Context: an optimization exercise on an open-source flow, tuned for small area, a short achievable clock period and few clock cycles per item. The choices shown serve that exercise and are no tape-out recipe. The RTL was checked by simulation tests, not by an equivalence proof against the original design.

==> flow/design.v, too long to show whole: its modules and the start of the top module <==
// module trilinear_interp_axis: 4266 lines
// module csa_fa: 4 lines
// module csa_ha: 4 lines
module trilinear_interp_axis (
    input  logic         clk,
    input  logic         rstn,
    input  logic         in_valid,
    output logic         in_ready,
    input  logic [7:0]   frac_r,
    input  logic [7:0]   frac_g,
    input  logic [7:0]   frac_b,
    input  logic         mode,
    input  logic [7:0]   in_user,
    input  logic [191:0] pt_nbr,
    output logic         out_valid,
    input  logic         out_ready,
    output logic [23:0]  out_pt,
    output logic [7:0]   out_user
);
  // ...
==> flow/run.sh <==
#!/bin/bash
# synth_recipe.tcl (not shown) runs the flow's synth.tcl, then flattens the netlist and writes it again
# the make line also repeats each setting of config.mk as NAME=value (left out here)
make -C /OpenROAD-flow-scripts/flow DESIGN_CONFIG=/design/flow/config.mk WORK_HOME=/design/flow/orfs CLKGATE_MAP_FILE= SYNTH_SCRIPT=/design/flow/synth_recipe.tcl finish
==> flow/config.mk <==
export PLATFORM = sky130hd
export DESIGN_NAME = trilinear_interp_axis
export DESIGN_NICKNAME = trilinear_interp_axis
export VERILOG_FILES = /design/flow/design.v
export SDC_FILE = /design/flow/constraint.sdc
export NUM_CORES = 4
export LEC_CHECK = 0
export ABC_CLOCK_PERIOD_IN_PS = 3100
export CAP_MARGIN = 20
export CORE_MARGIN = 2
export CORE_UTILIZATION = 40
export SETUP_SLACK_MARGIN = 2.9
export SLEW_MARGIN = 20
export SYNTH_HIERARCHICAL = 1
==> flow/constraint.sdc <==
create_clock -name core_clock -period 6.0 [get_ports {clk}]
set_input_delay 1.2000 -clock core_clock [delete_from_list [all_inputs] [get_ports {clk}]]
set_output_delay 1.2000 -clock core_clock [all_outputs]
set_load 0.01 [all_outputs]
==> impl_metrics.csv, run 1 <==
group,metric,value,unit
final_layout,n_all_buffers,372,
die,num_rows,175,
final_layout,seq_cells,1690,
run_status,status,"no timing/DRC/antenna violations",
global_routing,grt_start_max_net_pins,68,
logic_synthesis,synth-xor-area-share,1.40,%
final_layout,regMostFlops,"st2_q",
setup_path,cp.arrival,3.63,ns
logic_synthesis,synth.most_common_cell,"mux2_2",
place,io_buffer_count,262,
setup_path,cp_top_family,"compound AO/OA/AOI/OAI gates",
clock_network,cts_buffers,183,
die,initial_core_util,40.3,%
final_layout,area_dominant_class,"multi-input combinational cells",
die,die_w,482,µm
setup_path,crit_path_end_kind,"flop",
die,chipHeight,482,µm
final_layout,register_area,36200,µm²
setup_path,r2r_end,"hd_q[9]$_DFFE_PP_",
place,place_ws,2.09,ns
routing,wl_per_cell,21.8,µm
clock_network,clk_latency,0.84,ns
final_layout,buffer_area_share,3.83,%
setup_path,startpoint,"st6_q[83]$_DFF_P_",
routing,drcViolationCount,0,
logic_synthesis,yosys.area.top_type,"dfxtp_1",
logic_synthesis,synth_cell_types,69,
global_routing,grt.total_usage,18.7,%
final_layout,multi_input_area,54400,µm²
clock_network,postCtsSetupRepairBufs,25,
setup_path,critPathMaxStageDelay,0.47,ns
worst_hold_path,whs_endpoint,"st3_q[16]$_DFF_P_",
logic_synthesis,synth_ff_type,"dfxtp_1",
timing,final.setup_skew,0.0761,ns
Testbench counts, summed over its fixed seeds: cycles 16,056, items 16,000.
==> inputs of run 2 (changes only) <==
--- a/flow/config.mk
+++ b/flow/config.mk
@@ -5,10 +5,10 @@
 export SDC_FILE = /design/flow/constraint.sdc
 export NUM_CORES = 4
 export LEC_CHECK = 0
-export ABC_CLOCK_PERIOD_IN_PS = 3100
+export ABC_CLOCK_PERIOD_IN_PS = 2700
 export CAP_MARGIN = 20
 export CORE_MARGIN = 2
 export CORE_UTILIZATION = 40
-export SETUP_SLACK_MARGIN = 2.9
+export SETUP_SLACK_MARGIN = 3.3
 export SLEW_MARGIN = 20
 export SYNTH_HIERARCHICAL = 1
==> run 2 against run 1 <==
Worst hold slack better by 0.0058 ns; critical path depth is 1 higher; fmax is 2.6% higher; wire length is 15% higher; die area stayed put; largest cell class unchanged.
==> impl_metrics.csv, run 2 <==
group,metric,value,unit
setup_path,crit_slowest_cell,"fa_1",
job,maxCapViolCount,0,
die,die_area,233000,µm²
setup_path,critPathLaunchType,"flop",
setup_path,r2r_end,"hd_q[22]$_DFFE_PP_",
worst_hold_path,hp-start,"st4_q[21]$_DFF_P_",
global_routing,grt_start_max_net_pins,68,
final_layout,nets,8995,
worst_hold_path,hold_path.class,"flop to flop",
timing,final_max_slew_viol_count,0,
timing,min_period,2.98,ns
setup_path,crit_buf_inv,1,
clock_network,tritoncts,"done",
setup_path,critPathMaxStageDelay,0.59,ns
setup_path,cp_max_fo,3,
setup_path,reg2reg_depth,10,
final_layout,instances_no_fill,10400,
logic_synthesis,synth-edff-count,224,
logic_synthesis,synth_warnings,7,
final_layout,synthToLayoutAreaGrowth,24.2,%
global_routing,grt_overflow,0,
die,chipHeight,482,µm
logic_synthesis,ys_top_cells_by_area,"dfxtp_1 32%, fa_1 22%, mux2_2 20%, ha_1 7.5%, edfxtp_1 7.4%",
routing,ant_nets,0,
timing,max_clock_freq,336,MHz
final_layout,multi_input_area,57400,µm²
routing,wl_per_cell,24.2,µm
timing,period_share,49.6,%
final_layout,largest_reg_flops,530,
logic_synthesis,synth_ff_type,"dfxtp_1",
clock_network,clk_pin_slew_worst_paths,0.06,ns
timing,slew_headroom,32.6,%
routing,drt-total-wl,251000,µm
timing,setup_viol,0,
final_layout,register_area,36300,µm²
routing,drcViolationCount,0,
setup_path,required,6.57,ns
timing,final.setup_skew,0.0709,ns
logic_synthesis,netlist_instances,6499,
clock_network,h-tree-depth,4,
setup_path,crit_path_end_kind,"flop",
routing,viasPerCell,5.29,
clock_network,cts_buffer_depth,3,
die,num_rows,175,
logic_synthesis,synth.most_common_cell,"mux2_2",
logic_synthesis,synth-async-reset-ratio,1.18,%
place,routabilityCongestion,0.811,
setup_path,cp_top_family,"compound AO/OA/AOI/OAI gates",
place,dp_hpwl,147000,µm
worst_hold_path,whs_endpoint,"st5_q[12]$_DFF_P_",
routing,firstDrtPassIters,6,
logic_synthesis,ys_ff_latch,1690,
logic_synthesis,synth_area,91500,µm²
worst_hold_path,hold_depth,0,
routing,first_iter_violations,2937,
global_routing,grt_pass1_wl,374000,µm
die,die_w,482,µm
setup_path,reg2reg_slack,3.02,ns
die,io-pin-count,263,
final_layout,largestRegisters,"st2_q (530), st4_q (311), st1_q (227)",
logic_synthesis,yosys.area.top_type,"dfxtp_1",
logic_synthesis,synth_cell_types,69,
timing,tightest_slew,1.01,ns
timing,tns,0,ns
setup_path,cp.arrival,3.54,ns
clock_network,cts_buffers,186,
logic_synthesis,synth_top_area_share,31.6,%
final_layout,final_cell_mix,"1493 x mux2_2, 1401 x dfxtp_1, 882 x fa_1",
setup_path,cp_cell_sequence,"fa_1 -> ha_4 -> a21o_1 -> a221oi_2 -> o31a_1 -> buf_4 -> o221ai_4 -> a31oi_4 -> xnor2_2 -> a21o_1",
final_layout,regMostFlops,"st2_q",
timing,finalHoldViolCount,0,
setup_path,timing_worst_setup_path_type,"flop to flop",
final_layout,utilization,50.0,%
global_routing,antenna_found_initial,9,
place,dp_cells,9612,
clock_network,clk_latency,0.83,ns
setup_path,crit_top_cell,"a21o_1",
clock_network,cts_hold_buf,0,
place,io_buffer_count,262,
run_status,status,"no timing/DRC/antenna violations",
global_routing,grt.total_usage,21.2,%
die,initial_core_util,40.3,%
logic_synthesis,postSynthAreaPerCell,14.1,µm²
logic_synthesis,ys_top_cells_by_count,"1635 x mux2_2, 1446 x dfxtp_1, 1010 x fa_1",
timing,rsz0062_at_grt,"true",
clock_network,cts.sinks,1690,
final_layout,drive_gt1_share,40.7,%
logic_synthesis,syn-num-nets,8286,
setup_path,r2r-start,"st6_q[134]$_DFF_P_",
logic_synthesis,seq_area_frac_synth,39.5,%
clock_network,clockRootBuffer,"clkbuf_16",
final_layout,nFillCells,19200,
routing,routed-via-count,54900,
die,core,227000,µm²
final_layout,final_common_cell,"mux2_2",
global_routing,grt_pass1_vias,59400,
run 2: worst max-delay path by stage:
stage,cells past startpoint,endpoint,start
finish,10,hd_q[22]$_DFFE_PP_,st6_q[134]$_DFF_P_
global route,10,hd_q[22]$_DFFE_PP_,st6_q[134]$_DFF_P_
CTS,4,in_ready,out_ready
detailed placement,6,mem[0][4]$_DFFE_PP_,out_ready
global placement,4,in_ready,out_ready
floorplan,4,mem[0][0]$_DFFE_PP_,out_ready
run 2: cells by family after synthesis:
group,Yosys count,synth area share [%]
XOR/XNOR,146,1.40
buffers and inverters,343,1.42
AO/OA/AOI/OAI,545,3.89
multiplexers,1740,21.7
adder cells (fa/ha/maj),1558,29.6
flip-flops,1690,39.5
AND/OR/NAND/NOR,477,2.45
run 2: worst reg2reg max path, delay by kind of cell, from the launching register on:
| family | cells | cell delay, ns |
|---|---|---|
| AOI/OAI and AO/OA | 6 | 1.34 |
| adders and majority gates | 2 | 0.81 |
| DFF | 1 | 0.32 |
| buffers and inverters | 1 | 0.15 |
| xor gates and xnor gates | 1 | 0.11 |
run 2: area by class of cell:
| type | instances | area share [%] |
|---|---|---|
| diodes | 3 | 0.00660 |
| flip-flops and latches | 1690 | 31.9 |
| clock buffers | 256 | 4.69 |
| repair buffers | 738 | 8.15 |
| clock inverters | 90 | 0.999 |
| multi-input cells | 4467 | 50.5 |
| well taps | 3009 | 3.31 |
| inverters | 125 | 0.413 |
run 2: metal layers:
layer | GRT usage [%] | vias to the layer above | share of wire [%]
met1 | 28.4 | 28500 | 44
met2 | 34.8 | 1370 | 47
met4 | 6.62 | 8 | 3.2
met5 | 0 | - | 0.018
li1 | - | 24600 | -
met3 | 3.72 | 420 | 4.9
run 2: metrics by stage:
| stage | hold slack, ns | setup slack, ns | instance area [µm²] |
|---|---|---|---|
| 3_5_place_dp | 0.312 | 2.16 | 98100 |
| 2_1_floorplan | 0.310 | 3.02 | 92400 |
| 5_1_grt | 0.325 | 2.96 | 114000 |
| 4_1_cts | 0.323 | 2.90 | 111000 |
| 3_3_place_gp | 0.310 | 2.20 | 98000 |
| 6_report | 0.323 | 3.02 | 114000 |
run 2: timing repair:
item / CTS / global route
buffers inserted: 236 / 118
cloned: 56 / 7
gates resized for setup: 615 / 387
endpoints found under the setup margin: 735 / 477
endpoints found under the hold margin: 0 / 0
pin swaps: 337 / 345
run 2: modules after synthesis, one instance, submodules excluded:
module,flip-flops and latches,copies in the design,cells
csa_ha,0,213,1
trilinear_interp_axis,1690,1,5278
csa_fa,0,1008,1
==> inputs of run 3 (changes only) <==
--- a/flow/config.mk
+++ b/flow/config.mk
@@ -5,10 +5,11 @@
 export SDC_FILE = /design/flow/constraint.sdc
 export NUM_CORES = 4
 export LEC_CHECK = 0
-export ABC_CLOCK_PERIOD_IN_PS = 2700
+export ABC_CLOCK_PERIOD_IN_PS = 2800
 export CAP_MARGIN = 20
 export CORE_MARGIN = 2
 export CORE_UTILIZATION = 40
-export SETUP_SLACK_MARGIN = 3.3
+export SETUP_SLACK_MARGIN = 3.2
 export SLEW_MARGIN = 20
 export SYNTH_HIERARCHICAL = 1
+export TNS_END_PERCENT = 30
==> run 3 against run 2 <==
Utilization down 2.6 points; critical path type unchanged; fmax down 0.58%; still clean on timing, DRC and antenna; non-clock buffer count down 253.
==> impl_metrics.csv, run 3 <==
group,metric,value,unit
run_status,status,"no timing/DRC/antenna violations",
clock_network,h-tree-depth,4,
timing,setup_viol,0,
clock_network,clk_pin_slew_worst_paths,0.06,ns
timing,finalHoldViolCount,0,
final_layout,drive_gt1_share,34.3,%
timing,tightest_slew,1.04,ns
setup_path,r2r-start,"st6_q[77]$_DFF_P_",
routing,drcViolationCount,0,
setup_path,reg2reg_depth,9,
final_layout,largest_reg_flops,530,
routing,first_iter_violations,2729,
setup_path,timing_worst_setup_path_type,"flop to flop",
clock_network,clockRootBuffer,"clkbuf_16",
place,io_buffer_count,262,
setup_path,crit_slowest_cell,"fa_1",
die,io-pin-count,263,
logic_synthesis,synth.most_common_cell,"mux2_2",
place,routabilityCongestion,0.819,
logic_synthesis,ys_ff_latch,1690,
logic_synthesis,syn-num-nets,8286,
die,core,227000,µm²
routing,ant_nets,0,
setup_path,required,6.59,ns
timing,min_period,2.99,ns
logic_synthesis,synth-async-reset-ratio,1.18,%
setup_path,reg2reg_slack,3.01,ns
global_routing,grt_start_max_net_pins,68,
clock_network,clk_latency,0.85,ns
logic_synthesis,synth_ff_type,"dfxtp_1",
global_routing,grt_pass1_vias,58500,
timing,slew_headroom,30.1,%
logic_synthesis,synth_area,91500,µm²
final_layout,regMostFlops,"st2_q",
place,place_ws,2.22,ns
global_routing,grt.total_usage,19.8,%
timing,max_clock_freq,334,MHz
die,chipHeight,482,µm
logic_synthesis,synth_warnings,7,
die,num_rows,175,
timing,final.setup_skew,0.0826,ns
final_layout,utilization,47.4,%
setup_path,cp_max_fo,3,
timing,final_max_slew_viol_count,0,
routing,drt-total-wl,229000,µm
global_routing,antenna_found_initial,6,
worst_hold_path,hold_path.class,"flop to flop",
final_layout,nFillCells,19800,
logic_synthesis,yosys.area.top_type,"dfxtp_1",
worst_hold_path,whs_endpoint,"st3_q[15]$_DFF_P_",
timing,fin_ws,3.01,ns
clock_network,cts_hold_buf,0,
setup_path,cp_cell_sequence,"fa_1 -> ha_4 -> a21o_1 -> a221oi_2 -> o31a_1 -> o221ai_2 -> a31oi_2 -> xnor2_2 -> a21o_1",
final_layout,largestRegisters,"st2_q (530), st4_q (311), st1_q (227)",
final_layout,final_common_cell,"mux2_2",
logic_synthesis,netlist_instances,6499,
die,die_area,233000,µm²
clock_network,tritoncts,"done",
final_layout,fin_area,108000,µm²
final_layout,synthToLayoutAreaGrowth,17.9,%
setup_path,r2r_end,"hd_q[14]$_DFFE_PP_",
final_layout,final_cell_mix,"1629 x mux2_2, 1417 x dfxtp_1, 997 x fa_1",
timing,rsz0062_at_grt,"true",
place,postPlaceCellArea,97700,µm²
worst_hold_path,hold_depth,0,
place,dp_hpwl,149000,µm
setup_path,critPathLaunchType,"flop",
global_routing,grt_pass1_wl,355000,µm
worst_hold_path,hp-start,"st2_q[15]$_DFF_P_",
clock_network,cts_buffers,186,
timing,period_share,49.9,%
logic_synthesis,postSynthAreaPerCell,14.1,µm²
die,initial_core_util,40.3,%
final_layout,nets,8742,
global_routing,grt_overflow,0,
logic_synthesis,seq_area_frac_synth,39.5,%
setup_path,critPathMaxStageDelay,0.57,ns
logic_synthesis,ys_top_cells_by_count,"1635 x mux2_2, 1446 x dfxtp_1, 1010 x fa_1",
timing,tns,0,ns
setup_path,cp.arrival,3.58,ns
die,die_w,482,µm
logic_synthesis,synth_cell_types,69,
setup_path,crit_top_cell,"a21o_1",
routing,routed-via-count,52900,
clock_network,cts_buffer_depth,3,
routing,wl_per_cell,22.6,µm
logic_synthesis,synth-edff-count,224,
routing,firstDrtPassIters,5,
setup_path,crit_path_end_kind,"flop",
routing,viasPerCell,5.23,
logic_synthesis,synth_top_area_share,31.6,%
job,maxCapViolCount,0,
clock_network,cts.sinks,1690,
logic_synthesis,ys_top_cells_by_area,"dfxtp_1 32%, fa_1 22%, mux2_2 20%, ha_1 7.5%, edfxtp_1 7.4%",
## run 3: changes by cell type in the layout (fill, tap and decap cells not counted), sizes merged
cell | previous run | this run
buf | 468 | 217
clkdlybuf4s50 | 226 | 256
clkbuf | 273 | 249
clkdlybuf4s15 | 12 | 0
bufbuf | 15 | 9
bufinv | 17 | 20
clkinv | 53 | 56
dlygate4sd2 | 0 | 3
clkinvlp | 12 | 11
inv | 133 | 134
## run 3: critical path, delay by kind of cell, from the launching register on
family / cells / cell delay, ns
compound gates: 6 / 1.52
fa+ha+maj: 2 / 0.78
flops: 1 / 0.31
xor+xnor: 1 / 0.12
## run 3: cell families after synthesis
logic type	count (synthesis)	synth area share (%)
AND/OR/NAND/NOR	477	2.45
AO/OA/AOI/OAI	545	3.89
buffers and inverters	343	1.42
multiplexers	1740	21.7
adder cells (fa/ha/maj)	1558	29.6
flip-flops	1690	39.5
XOR/XNOR	146	1.40
## run 3: timing repair
item,in CTS,in global routing
buffers inserted,105,46
endpoints found under the setup margin,710,395
endpoints found under the hold margin,0,0
pin swaps,53,72
gates cloned,12,1
resized for setup,174,164
## run 3: metrics by stage
stage	std cells	hold slack, ns
4_1_cts	10100	0.325
2_1_floorplan	6499	0.310
6_report	10100	0.321
3_5_place_dp	9609	0.312
3_3_place_gp	9609	0.310
5_1_grt	10100	0.325
## run 3: worst max-delay path by stage
| stage | start | cells past startpoint | slack (ns) | endpoint |
|---|---|---|---|---|
| after floorplan | st1_q[28]$_DFF_P_ | 7 | 2.98 | st2_q[136]$_DFF_P_ |
| after global placement | out_ready | 4 | 2.21 | in_ready |
| after detailed placement | out_ready | 4 | 2.22 | in_ready |
| after CTS | st6_q[132]$_DFF_P_ | 9 | 2.99 | hd_q[22]$_DFFE_PP_ |
| after global routing | st6_q[77]$_DFF_P_ | 9 | 2.93 | hd_q[14]$_DFFE_PP_ |
| final | st6_q[77]$_DFF_P_ | 9 | 3.01 | hd_q[14]$_DFFE_PP_ |
## run 3: final cells by class
type / count / area, µm² / share of cell area, %
Timing Repair Buffer: 485 / 5450 / 5.06
Multi-Input combinational cell: 4467 / 55400 / 51.4
Clock buffer: 249 / 5230 / 4.85
Sequential cell: 1690 / 36300 / 33.6
Inverter: 125 / 469 / 0.435
Tap cell: 3009 / 3760 / 3.49
Clock inverter: 96 / 1240 / 1.15
Antenna cell: 3 / 7.51 / 0.00696
## run 3: Yosys stat by module, one instance, submodules excluded
module                 copies in the design  cells
trilinear_interp_axis                     1   5278
csa_ha                                  213      1
csa_fa                                 1008      1
## run 3: per-layer routing
layer	up-vias	wire length, µm	track usage (%)
li1	24000	-	-
met1	27400	106000	27.3
met2	1177	107000	32.1
met3	346	9750	2.91
met4	2	5570	5.90
met5	-	13	0
==> inputs of run 4 (changes only) <==
==> flow/config.mk (replaced) <==
export PLATFORM = sky130hd
export DESIGN_NAME = trilinear_interp_axis
export DESIGN_NICKNAME = trilinear_interp_axis
export VERILOG_FILES = /design/flow/design.v
export SDC_FILE = /design/flow/constraint.sdc
export NUM_CORES = 4
export LEC_CHECK = 0
export ABC_CLOCK_PERIOD_IN_PS = 2900
export CAP_MARGIN = 20
export CORE_MARGIN = 2
export CORE_UTILIZATION = 40
export SETUP_SLACK_MARGIN = 3.1
export SLEW_MARGIN = 20
export SYNTH_HIERARCHICAL = 1
==> run 4 against run 3 <==
Still clean on timing, DRC and antenna; clock skew decreased by 0.0050 ns; flip-flop and latch count unchanged; synthesized cell count unchanged; register-to-register slack improved by 0.06 ns; via count decreased by 0.54%; wire length decreased by 1.9%; non-clock buffer count decreased by 40; fmax increased by 1.8%; critical path type is now primary input to primary output; critical endpoint is now in_ready.
==> impl_metrics.csv, run 4 <==
group,metric,value,unit
run_status,status,"no timing/DRC/antenna violations",
setup_path,cp_cell_sequence,"buf_6 -> and2_4 -> nand3b_1 -> buf_2",
global_routing,grt.total_usage,19.3,%
logic_synthesis,synth_ff_type,"dfxtp_1",
timing,period_share,49.0,%
logic_synthesis,postSynthAreaPerCell,14.1,µm²
routing,routed-via-count,52700,
setup_path,critPathLaunchType,"primary input",
setup_path,crit_buf_inv,2,
routing,first_iter_violations,2669,
die,io-pin-count,263,
clock_network,cts_buffer_depth,3,
setup_path,critPathMaxStageDelay,0.16,ns
timing,slew_headroom,32.4,%
clock_network,clockRootBuffer,"clkbuf_16",
final_layout,nets,8701,
logic_synthesis,synth_area,91500,µm²
clock_network,cts_hold_buf,0,
timing,final_max_slew_viol_count,0,
final_layout,synthToLayoutAreaGrowth,17.1,%
logic_synthesis,syn-num-nets,8286,
place,io_buffer_count,262,
global_routing,grt_pass1_vias,58100,
timing,rsz0062_at_grt,"true",
final_layout,final_cell_mix,"1628 x mux2_2, 1419 x dfxtp_1, 1004 x fa_1",
logic_synthesis,synth_top_area_share,31.6,%
logic_synthesis,synth-edff-count,224,
global_routing,antenna_found_initial,6,
clock_network,clk_pin_slew_worst_paths,0.06,ns
timing,final.setup_skew,0.0776,ns
routing,drcViolationCount,0,
final_layout,nFillCells,19900,
die,initial_core_util,40.3,%
logic_synthesis,ys_ff_latch,1690,
routing,drt-total-wl,225000,µm
die,num_rows,175,
clock_network,clk_latency,0.84,ns
logic_synthesis,synth_warnings,7,
logic_synthesis,synth_cell_types,69,
clock_network,tritoncts,"done",
die,die_area,233000,µm²
logic_synthesis,yosys.area.top_type,"dfxtp_1",
setup_path,cp.arrival,1.74,ns
final_layout,instances_no_fill,10100,
routing,firstDrtPassIters,9,
routing,ant_nets,0,
timing,finalHoldViolCount,0,
place,routabilityCongestion,0.817,
routing,viasPerCell,5.22,
logic_synthesis,ys_top_cells_by_area,"dfxtp_1 32%, fa_1 22%, mux2_2 20%, ha_1 7.5%, edfxtp_1 7.4%",
setup_path,crit_path_end_kind,"primary output",
clock_network,cts.sinks,1690,
setup_path,timing_worst_setup_path_type,"primary input to primary output",
clock_network,h-tree-depth,4,
logic_synthesis,seq_area_frac_synth,39.5,%
clock_network,cts_buffers,185,
die,chipHeight,482,µm
logic_synthesis,ys_top_cells_by_count,"1635 x mux2_2, 1446 x dfxtp_1, 1010 x fa_1",
setup_path,crit_slowest_cell,"nand3b_1",
final_layout,regMostFlops,"st2_q",
place,dp_hpwl,148000,µm
final_layout,multi_input_area,55100,µm²
routing,wl_per_cell,22.3,µm
global_routing,grt_start_max_net_pins,69,
logic_synthesis,netlist_instances,6499,
logic_synthesis,synth-async-reset-ratio,1.18,%
final_layout,register_area,36300,µm²
final_layout,largest_reg_flops,530,
global_routing,grt_overflow,0,
global_routing,grt_pass1_wl,348000,µm
setup_path,required,4.80,ns
timing,min_period,2.94,ns
place,dp_cells,9610,
final_layout,final_common_cell,"mux2_2",
setup_path,cp_top_family,"simple AND/OR/NAND/NOR gates",
timing,tightest_slew,1.01,ns
logic_synthesis,synth.most_common_cell,"mux2_2",
timing,max_clock_freq,340,MHz
worst_hold_path,hold_path.class,"flop to flop",
die,core,227000,µm²
final_layout,drive_gt1_share,33.3,%
timing,setup_viol,0,
final_layout,largestRegisters,"st2_q (530), st4_q (311), st1_q (227)",
setup_path,cp_max_fo,2,
job,maxCapViolCount,0,
timing,tns,0,ns
die,die_w,482,µm
timing,hold_slack,0.318,ns
[run 4: cell types whose count changed in the layout (fill, tap and decap cells not counted), sizes merged, moves of 11 or more]
cell           previous run  this run
dlygate4sd2               3        30
buf                     217       178
clkdlybuf4s50           256       229
clkbuf                  249       264
clkinv                   56        45
[run 4: modules after synthesis (local to each module, per instance)]
module                 flops+latches  times used  cells inside
trilinear_interp_axis           1690           1          5278
csa_fa                             0        1008             1
csa_ha                             0         213             1
[run 4: final timing paths]
path	start	end	slack, ns	depth (start not counted)
min	st2_q[14]$_DFF_P_	st3_q[14]$_DFF_P_	0.32	0
min reg2reg	st2_q[14]$_DFF_P_	st3_q[14]$_DFF_P_	0.32	0
max reg2reg	st6_q[132]$_DFF_P_	hd_q[18]$_DFFE_PP_	3.07	10
max in group asynchronous	rstn	rp[0]$_DFFE_PN0P_	4.42	1
max	out_ready	in_ready	3.06	4
min in group asynchronous	rstn	v_q[0]$_DFF_PN0_	0.90	1
[run 4: area by class of cell]
type	instances	share of cell area [%]
Timing Repair Buffer	445	4.61
Antenna cell	1	0.00234
Clock inverter	83	1.16
Inverter	125	0.438
Tap cell	3009	3.51
Sequential cell	1690	33.9
Multi-Input combinational cell	4467	51.4
Clock buffer	262	4.98
[run 4: cells by family (layout without fill, tap and decap cells)]
| logic type | Yosys count | in the layout | share of synthesized area, % |
|---|---|---|---|
| buffers and inverters | 343 | 915 | 1.42 |
| XOR/XNOR | 146 | 146 | 1.40 |
| AO/OA/AOI/OAI | 545 | 545 | 3.89 |
| adder cells (fa/ha/maj) | 1558 | 1558 | 29.6 |
| flip-flops | 1690 | 1690 | 39.5 |
| other | 0 | 1 | 0 |
| AND/OR/NAND/NOR | 477 | 478 | 2.45 |
| multiplexers | 1740 | 1740 | 21.7 |
[run 4: through the flow]
| stage | area, µm² | setup slack (ns) | util (%) |
|---|---|---|---|
| 3_5_place_dp | 97700 | 2.18 | 43.0 |
| 4_1_cts | 106000 | 2.94 | 46.6 |
| 6_report | 107000 | 3.06 | 47.1 |
| 2_1_floorplan | 91600 | 3.04 | - |
| 5_1_grt | 107000 | 2.96 | 47.1 |
| 3_3_place_gp | 97700 | 2.21 | 43.0 |
[run 4: worst reg2reg max path, cell delays in order, from the launching register on]
cell and delay, ns:
dfxtp_1 0.32, fa_1 0.58, ha_4 0.22, a21o_1 0.21
a221oi_4 0.28, o31a_1 0.22, buf_4 0.14, o21ai_0 0.16
xnor2_2 0.21, nand2_1 0.08, o21ai_0 0.19
[run 4: repair_timing]
| item | in CTS | in global routing |
|---|---|---|
| endpoints found under the setup margin | 469 | 197 |
| hold endpoints to repair | 0 | 0 |
| pin swaps | 39 | 65 |
| setup buffers | 74 | 40 |
| resized for setup | 163 | 125 |
| gates cloned | 7 | 2 |
[run 4: layer usage]
layer | wire length [µm] | vias to the layer above | global-route usage (%)
li1 | - | 23900 | -
met1 | 105000 | 27200 | 26.7
met2 | 105000 | 1186 | 31.1
met3 | 9470 | 344 | 2.99
met4 | 5810 | 0 | 5.65
met5 | 0 | - | 0

## static timing again, ports no longer ideal
Ports are ideal in the flow. The routed layouts listed here were re-timed in OpenROAD. Step 1, drivers: a clkbuf_16 drives clk and a buf_2 each remaining input, both assumed. Step 2 moves the port delays by t, midway between the first and last clock arrival at a register: inputs arrive t later, outputs are due t later. That takes back most of the time a late clock gives input paths. Three values: no drivers, after step 1, after step 2; two values: the first two.
run | shift t [ns] | setup slack, ns | slew at the worst register clock pin (ns) | worst data-port slew with drivers (ns) | cell pins on the clock port's net
run 1 | 0.897 | 2.947 / 2.919 / 2.531 | 0.07 / 0.07 | 0.07 | 1
run 2 | 0.893 | 3.025 / 2.999 / 2.981 | 0.07 / 0.07 | 0.07 | 1
run 3 | 0.894 | 3.008 / 3.008 / 2.901 | 0.07 / 0.07 | 0.07 | 1
run 4 | 0.883 | 3.061 / 3.021 / 2.961 | 0.07 / 0.07 | 0.07 | 1
After both steps every run listed still meets setup and hold. The setup slack of run 1, which loses most, moves by -0.028 ns with the drivers and by -0.416 ns with both steps.
